This design comes from an exercise in tuning for small area and a short achievable clock period on the open sky130 flow, not from production work. Function was checked by simulation only, so behaviour that the tests miss may differ from the original.

==> flow/design.v (outline; a module is shown in full before it is edited, if it fits) <==
// module iir_biquad_filter: 1070 lines
// module iir_fa: 10 lines
// module iir_ha: 9 lines
module iir_biquad_filter #(
  parameter int unsigned NB   = 10,
  parameter int unsigned NC   = 10,
  parameter int unsigned FRAC = 9
) (
  input  logic                 CLK,
  input  logic                 RST,
  input  logic signed [NB-1:0] DIN,
  input  logic                 VIN,
  input  logic                 COEF_WE,
  input  logic [2:0]           COEF_ADDR,
  input  logic signed [NC-1:0] COEF_DATA,
  input  logic                 COEF_COMMIT,
  input  logic                 FLUSH,
  input  logic                 BYPASS,
  input  logic                 CLR_SAT,
  output logic signed [NB-1:0] DOUT,
  output logic                 VOUT,
  output logic                 SAT
);
  // ...
==> flow/flow/run.sh <==
#!/bin/bash
# Layout flow: the standard flow (standard.sh) with two changes: the
# ports are buffered with a plain buffer cell, and timing repair only resizes
# and swaps cells (no buffer insertion or gate cloning). Each step's full
# output goes to a log file of its own in the work folder.
set -euo pipefail
bash standard.sh synth > synth.log 2>&1
bash standard.sh "BUFFER_PORTS_ARGS=-buffer_cell sky130_fd_sc_hd__buf_2" \
  "SETUP_MOVE_SEQUENCE=unbuffer,sizeup,swap" finish > layout.log 2>&1
==> flow/standard.sh <==
#!/bin/bash
# synth_recipe.tcl (not shown) runs the flow's synth.tcl, then flattens the netlist and writes it again
# the make line also repeats each setting of config.mk as NAME=value (left out here)
make -C /OpenROAD-flow-scripts/flow DESIGN_CONFIG=/design/flow/config.mk WORK_HOME=/design/flow/orfs CLKGATE_MAP_FILE= SYNTH_SCRIPT=/design/flow/synth_recipe.tcl "${@:-finish}"
==> flow/config.mk <==
export PLATFORM = sky130hd
export DESIGN_NAME = iir_biquad_filter
export DESIGN_NICKNAME = iir_biquad_filter
export VERILOG_FILES = /design/flow/design.v
export SDC_FILE = /design/flow/constraint.sdc
export NUM_CORES = 4
export LEC_CHECK = 0
export ABC_AREA = 1
export CAP_MARGIN = 20
export CORE_MARGIN = 2
export CORE_UTILIZATION = 40
export SETUP_SLACK_MARGIN = 5
export SLEW_MARGIN = 20
export SYNTH_HIERARCHICAL = 1
export SYNTH_MINIMUM_KEEP_SIZE = 0
==> flow/constraint.sdc <==
create_clock -name core_clock -period 11.0 [get_ports {CLK}]
set_input_delay 2.2000 -clock core_clock [delete_from_list [all_inputs] [get_ports {CLK}]]
set_output_delay 2.2000 -clock core_clock [all_outputs]
set_load 0.01 [all_outputs]
==> impl_metrics.json, run 1 <==
{
  "syn_area_mm2": 0.0192,
  "run_status": "finished clean",
  "cp.required_ps": 11340,
  "layout_setup_ws_ps": 4260,
  "clock_buffers": 18,
  "die_x_um": 223,
  "largestClassByArea": "multi-input combinational cells",
  "gp_congestion": 0.952,
  "crit_slowest_cell": "fa_2",
  "die_h_um": 223,
  "pin_count": 43,
  "max_slew_margin": 0.355,
  "cts.repair.resized": 132,
  "yosysWarnings": 10,
  "num_tap_cells": 615,
  "clk_pin_slew_ps": 70,
  "crit_end": "pre_b_q[12]$_DFF_PP0_",
  "grt_setup_unrepaired": "yes",
  "design_area_mm2": 0.0221,
  "first_pass_iters": 6,
  "synth_area_leaders": "fa_1 28%, dfrtp_1 25%, xor2_1 9.9%",
  "drv_cap": 0,
  "crit_type": "primary input to flop",
  "grt.total_usage": 0.242,
  "synthDistinctLibCells": 43,
  "max_freq_ghz": 0.148,
  "post_cts_buffers": 0,
  "synth_xor_area_frac": 0.113
}
==> run 2, diff against run 1 <==
--- a/flow/config.mk
+++ b/flow/config.mk
@@ -9,7 +9,8 @@
 export CAP_MARGIN = 20
 export CORE_MARGIN = 2
 export CORE_UTILIZATION = 40
-export SETUP_SLACK_MARGIN = 5
+export CTS_CLUSTER_SIZE = 40
+export SETUP_SLACK_MARGIN = 4.5
 export SLEW_MARGIN = 20
 export SYNTH_HIERARCHICAL = 1
 export SYNTH_MINIMUM_KEEP_SIZE = 0
==> run 2 against run 1 <==
  * Still clean on timing, DRC and antenna
  * Cell count barely moved
  * First-iteration DRC count down 15%
  * Critical endpoint unchanged
  * Global-route usage fell by 0.25 points
  * Wire length decreased by 0.76%
  * Critical path depth grew 2
  * Worst setup slack worse by 16 ps
==> impl_metrics.json, run 2 <==
{
  "hold_buffers": 0,
  "crit_type": "primary input to flop",
  "wl_per_cell_um": 21.7,
  "yosysWarnings": 10,
  "grt_pass1_vias": 15000,
  "hold_viol": 0,
  "fin_cells": 2661,
  "max_slew_margin": 0.350,
  "grt.total_usage": 0.239,
  "hold_slack_ps": 480,
  "die_x_um": 223,
  "finalSetupViolations": 0,
  "start_util": 0.404,
  "area_delta_synth_final_pct": 12.5,
  "final_cell_mix": "288 x nand2_1, 222 x fa_1, 209 x xor2_1, 186 x dfrtp_1, 175 x o22ai_1",
  "cts_root_buffer": "clkbuf_16",
  "final.min_clock_period_ps": 6750,
  "fin_crit_sh": 0.614,
  "drc": 0,
  "ant_nets": 0,
  "antenna_cells": 0,
  "synthArstFlopShare": 1.00,
  "arrival_ps": 7090,
  "synth_most_common_cell": "nand2_1",
  "synth_area_leaders": "fa_1 28%, dfrtp_1 25%, xor2_1 9.9%",
  "cp.required_ps": 11340,
  "synth_commonest_cells": "320 x nand2_1, 265 x fa_1, 217 x xor2_1, 193 x o22ai_1, 188 x dfrtp_1",
  "grt_overflow": 0,
  "hold_path.class": "flop to flop",
  "die_h_um": 223,
  "final_core_util": 0.454,
  "io_buffers": 42,
  "critPathCaptureType": "flop",
  "critPathMaxFanout": 71,
  "slew_viol_final": 0,
  "coreArea_mm2": 0.0475,
  "drive_gt1_frac": 0.189,
  "syn_avg_cell_area_um2": 9.43,
  "synth-seq-cells": 188,
  "first_pass_iters": 6,
  "grt_max_degree": 77,
  "r2r_cells": 28,
  "totalWireLength_mm": 57.8,
  "hpwlAfterDp_mm": 46.6,
  "htreeDepth": 4,
  "finalNetCount": 2383,
  "dp.cells": 2628,
  "yosys.area.top_type": "fa_1",
  "post_cts_buffers": 0,
  "worstSetupStartpointType": "primary input",
  "vias_per_cell": 5.51,
  "max_freq_ghz": 0.148,
  "synth_edf_count": 0,
  "syn_inst": 2036,
  "yosys_most_used_dff": "dfrtp_1",
  "synth_top_area_share": 0.276,
  "place_area_mm2": 0.0201,
  "grt_pass1_wl_mm": 89.8,
  "synthDistinctLibCells": 43,
  "reg_top3": "act_q (50), shd_q (50), pre_a_q (21)",
  "drv_cap": 0,
  "antenna_found_initial": 1,
  "pre_cts_ws_ps": 2760,
  "syn_area_mm2": 0.0192,
  "worst_slew_pin_slew_ps": 976,
  "vias": 14700,
  "cts_sinks": 188,
  "design_area_mm2": 0.0216,
  "rows": 80,
  "run_status": "finished clean",
  "final_common_cell": "nand2_1",
  "clk_pin_slew_ps": 80,
  "seq_area_frac_synth": 0.245,
  "holdPathStages": 2,
  "first_iter_violations": 1133,
  "clock_path_buffers": 2,
  "gp_congestion": 0.972,
  "cts_buffers": 17,
  "cts_tree": "built",
  "clock_latency_ps": 470,
  "finalSetupTns_ps": 0,
  "grt_setup_unrepaired": "yes",
  "layout_setup_ws_ps": 4250,
  "skew_ps": 15.8,
  "pin_count": 43,
  "dieArea_mm2": 0.0498
}
run 2: critical path, cell delays in order:
cell        delay (ps)
buf_8               80
buf_16             270
inv_16              90
or2_4              250
o21ai_4            170
clkinvlp_4         410
ha_4               280
nor2_4             400
xor2_2             160
fa_2               440
fa_2               550
fa_2               440
fa_2               360
fa_2               540
fa_2               420
run 2: path summary, 6_finish.rpt:
check,startpoint,end,slack [ps]
worst min register to register,dout_q[0]$_DFFE_PP0P_,dout_q[0]$_DFFE_PP0P_,480
worst min-delay path,dout_q[0]$_DFFE_PP0P_,dout_q[0]$_DFFE_PP0P_,480
worst max register to register,act_q[3][1]$_DFFE_PP0P_,y1_q[3]$_DFFE_PP0P_,4430
max in group asynchronous,RST,act_q[1][3]$_DFF_PP0_,7660
min in group asynchronous,RST,act_q[0][9]$_DFFE_PP0P_,1880
worst max-delay path,COEF_COMMIT,pre_b_q[12]$_DFF_PP0_,4250
run 2: cell families after synthesis:
kind of cell | synth area share
AO/OA/AOI/OAI | 0.148
other | 0.000391
buffers and inverters | 0.0703
flip-flops | 0.245
XOR/XNOR | 0.113
AND/OR/NAND/NOR | 0.111
adder cells (fa/ha/maj) | 0.312
run 2: repair_timing:
item,4_1_cts,5_1_grt
gates resized for setup,173,50
pin swaps,61,50
endpoints found under the setup margin,48,40
run 2: Yosys stat by module (local to each module, per instance):
module,flip-flops and latches,times used,area [µm²],cells inside
iir_biquad_filter,188,1,13800,1762
iir_fa,0,265,20.0,1
iir_ha,0,9,12.5,1
run 2: layout make-up:
cell class | instances | area (µm²)
inverter | 227 | 946
clock inverter | 14 | 176
fill | 4443 | 26000
sequential | 188 | 4710
tap | 615 | 769
timing repair buffer | 68 | 478
clock buffer | 18 | 429
multi-input combinational | 1531 | 14100
run 2: layer usage:
layer / wire length [µm] / GRT usage / vias to the layer above
met5: 0 / 0 / -
met4: 1660 / 0.0777 / 0
met3: 2650 / 0.0341 / 83
met2: 28400 / 0.402 / 435
met1: 25200 / 0.319 / 7468
li1: - / - / 6669
==> run 3, diff against run 2 <==
--- a/flow/config.mk
+++ b/flow/config.mk
@@ -9,7 +9,6 @@
 export CAP_MARGIN = 20
 export CORE_MARGIN = 2
 export CORE_UTILIZATION = 40
-export CTS_CLUSTER_SIZE = 40
 export SETUP_SLACK_MARGIN = 4.5
 export SLEW_MARGIN = 20
 export SYNTH_HIERARCHICAL = 1
==> run 3 against run 2 <==
  * Synthesized cell count unchanged
  * Utilization unchanged
  * Critical path type unchanged
  * Via count unchanged
  * First-iteration DRC count unchanged
  * Die area unchanged
  * Critical path depth unchanged
  * Final area unchanged
  * Synthesized area unchanged
  * Non-clock buffer count unchanged
  * Wire length unchanged
==> impl_metrics.json, run 3 <==
{
  "ant_nets": 0,
  "synthArstFlopShare": 1.00,
  "final_core_util": 0.454,
  "critPathMaxFanout": 71,
  "max_slew_margin": 0.350,
  "slew_viol_final": 0,
  "synth-seq-cells": 188,
  "syn_area_mm2": 0.0192,
  "io_buffers": 42,
  "cts_buffers": 17,
  "wl_per_cell_um": 21.7,
  "antenna_found_initial": 1,
  "yosys.area.top_type": "fa_1",
  "vias_per_cell": 5.51,
  "hold_buffers": 0,
  "syn_avg_cell_area_um2": 9.43,
  "arrival_ps": 7090,
  "final.min_clock_period_ps": 6750,
  "clock_latency_ps": 470,
  "clock_path_buffers": 2,
  "skew_ps": 15.8,
  "yosysWarnings": 10,
  "start_util": 0.404,
  "drv_cap": 0,
  "max_freq_ghz": 0.148,
  "crit_type": "primary input to flop",
  "layout_setup_ws_ps": 4250,
  "synth_area_leaders": "fa_1 28%, dfrtp_1 25%, xor2_1 9.9%",
  "synth_most_common_cell": "nand2_1",
  "crit_end": "pre_b_q[12]$_DFF_PP0_",
  "cts_root_buffer": "clkbuf_16",
  "grt_pass1_wl_mm": 89.8,
  "vias": 14700,
  "finalSetupViolations": 0,
  "grt_overflow": 0,
  "worstSetupStartpointType": "primary input",
  "grt_setup_unrepaired": "yes",
  "finalSetupTns_ps": 0,
  "gp_congestion": 0.972,
  "grt_max_degree": 77,
  "grt_pass1_vias": 15000,
  "r2r_cells": 28,
  "synthDistinctLibCells": 43,
  "worst_slew_pin_slew_ps": 976,
  "hold_path.class": "flop to flop",
  "critPathLaunch": "COEF_COMMIT",
  "synth_edf_count": 0,
  "rows": 80,
  "first_iter_violations": 1133,
  "totalWireLength_mm": 57.8,
  "critPathCaptureType": "flop",
  "synth_commonest_cells": "320 x nand2_1, 265 x fa_1, 217 x xor2_1, 193 x o22ai_1, 188 x dfrtp_1",
  "area_delta_synth_final_pct": 12.5,
  "hpwlAfterDp_mm": 46.6,
  "cts_tree": "built",
  "die_h_um": 223,
  "clk_pin_slew_ps": 80,
  "coreArea_mm2": 0.0475,
  "drc": 0,
  "antenna_cells": 0,
  "dieArea_mm2": 0.0498,
  "seq_area_frac_synth": 0.245,
  "yosys_most_used_dff": "dfrtp_1",
  "cts_sinks": 188,
  "synth_top_area_share": 0.276,
  "pre_cts_ws_ps": 2760,
  "drive_gt1_frac": 0.189,
  "first_pass_iters": 6,
  "die_x_um": 223,
  "syn_inst": 2036,
  "grt.total_usage": 0.239,
  "r2r-start": "act_q[3][1]$_DFFE_PP0P_",
  "reg_top3": "act_q (50), shd_q (50), pre_a_q (21)",
  "finalNetCount": 2383,
  "fin_crit_sh": 0.614,
  "final_common_cell": "nand2_1",
  "reg2reg_setup_slack_ps": 4430,
  "r2r-end": "y1_q[3]$_DFFE_PP0P_",
  "cp.required_ps": 11340,
  "htreeDepth": 4,
  "final_cell_mix": "288 x nand2_1, 222 x fa_1, 209 x xor2_1, 186 x dfrtp_1, 175 x o22ai_1",
  "pin_count": 43,
  "run_status": "finished clean",
  "hold_viol": 0
}
[run 3: cell counts after synthesis]
Identical to the previous run, type by type.
[run 3: what timing repair did]
item,in CTS,in global routing
buffers inserted,0,0
gates resized for setup,173,50
pin swaps,61,50
endpoints found under the setup margin,48,40
[run 3: kinds of logic (layout without fill, tap and decap cells)]
| family | after synthesis | in the layout | share of synthesized area |
|---|---|---|---|
| flops | 188 | 188 | 0.245 |
| buf+inv | 321 | 327 | 0.0703 |
| xor+xnor | 248 | 248 | 0.113 |
| fa+ha+maj | 319 | 319 | 0.312 |
| other cells | 2 | 6 | 0.000391 |
| simple gates | 491 | 491 | 0.111 |
| compound gates | 467 | 467 | 0.148 |
[run 3: through the flow]
step | hold slack (ps) | area [µm²] | cells
3_5_place_dp | 461 | 20100 | 2628
2_1_floorplan | 445 | 19500 | 2040
4_1_cts | 482 | 21300 | 2660
6_report | 480 | 21600 | 2661
3_3_place_gp | 464 | 20100 | 2628
5_1_grt | 503 | 21600 | 2661
[run 3: routing by layer]
metal | global-route usage | part of all wire | vias to the layer above | routed length [µm]
met4 | 0.0777 | 0.029 | 0 | 1660
met1 | 0.319 | 0.44 | 7468 | 25200
li1 | - | - | 6669 | -
met3 | 0.0341 | 0.046 | 83 | 2650
met5 | 0 | 0 | - | 0
met2 | 0.402 | 0.49 | 435 | 28400
[run 3: how the worst min path moves through the flow]
stage                                       start                       to  slack [ps]  cells after the start
after detailed placement    dout_q[0]$_DFFE_PP0P_    dout_q[0]$_DFFE_PP0P_         460                      2
after CTS                   dout_q[0]$_DFFE_PP0P_    dout_q[0]$_DFFE_PP0P_         480                      2
after floorplan           shd_q[1][2]$_DFFE_PP0P_  shd_q[1][2]$_DFFE_PP0P_         450                      2
after global routing        dout_q[6]$_DFFE_PP0P_    dout_q[6]$_DFFE_PP0P_         500                      2
final                       dout_q[0]$_DFFE_PP0P_    dout_q[0]$_DFFE_PP0P_         480                      2
after global placement      dout_q[8]$_DFFE_PP0P_    dout_q[8]$_DFFE_PP0P_         460                      2
[run 3: layout make-up]
cell class,instances,area [µm²]
multi-input cells,1531,14100
flip-flops and latches,188,4710
repair buffers,68,478
clock buffers,18,429
clock inverters,14,176
well taps,615,769
fillers,4443,26000
inverters,227,946
[run 3: Yosys stat by module (local to each module, per instance)]
module | cell area [µm²] | flops+latches | cells | copies in the design
iir_biquad_filter | 13800 | 188 | 1762 | 1
iir_ha | 12.5 | 0 | 1 | 9
iir_fa | 20.0 | 0 | 1 | 265
[run 3: worst max-delay path, stage by stage]
cell        delay (ps)
buf_8               80
buf_16             270
inv_16              90
or2_4              250
o21ai_4            170
clkinvlp_4         410
ha_4               280
nor2_4             400
xor2_2             160
fa_2               440
fa_2               550
fa_2               440
fa_2               360
fa_2               540
fa_2               420

==> what the ideal ports hide <==
The flow's constraints put no driver on any port. The routed layouts listed below were extracted and timed again, unchanged, in two steps. Step 1: set_driving_cell puts a clkbuf_16 on CLK and a buf_2 on each other input, an assumption about the parent block. Step 2 times the ports against the registers' clock, not the clock port: input delays grow and output delays shrink by t, the midpoint of the rising clock arrivals with the driver on. Three values: no drivers, after step 1, after step 2; two values: the first two.
| run | t (ns) | setup WS [ns] | worst register clock-pin slew, ns | cell pins on the clock port's net |
|---|---|---|---|---|
| run 1 | 0.510 | 4.261 / 4.264 / 3.754 | 0.08 / 0.08 | 1 |
| run 2 | 0.516 | 4.246 / 4.243 / 3.727 | 0.08 / 0.08 | 1 |
| run 3 | 0.516 | 4.246 / 4.243 / 3.727 | 0.08 / 0.08 | 1 |
After both steps every run listed still meets setup and hold.
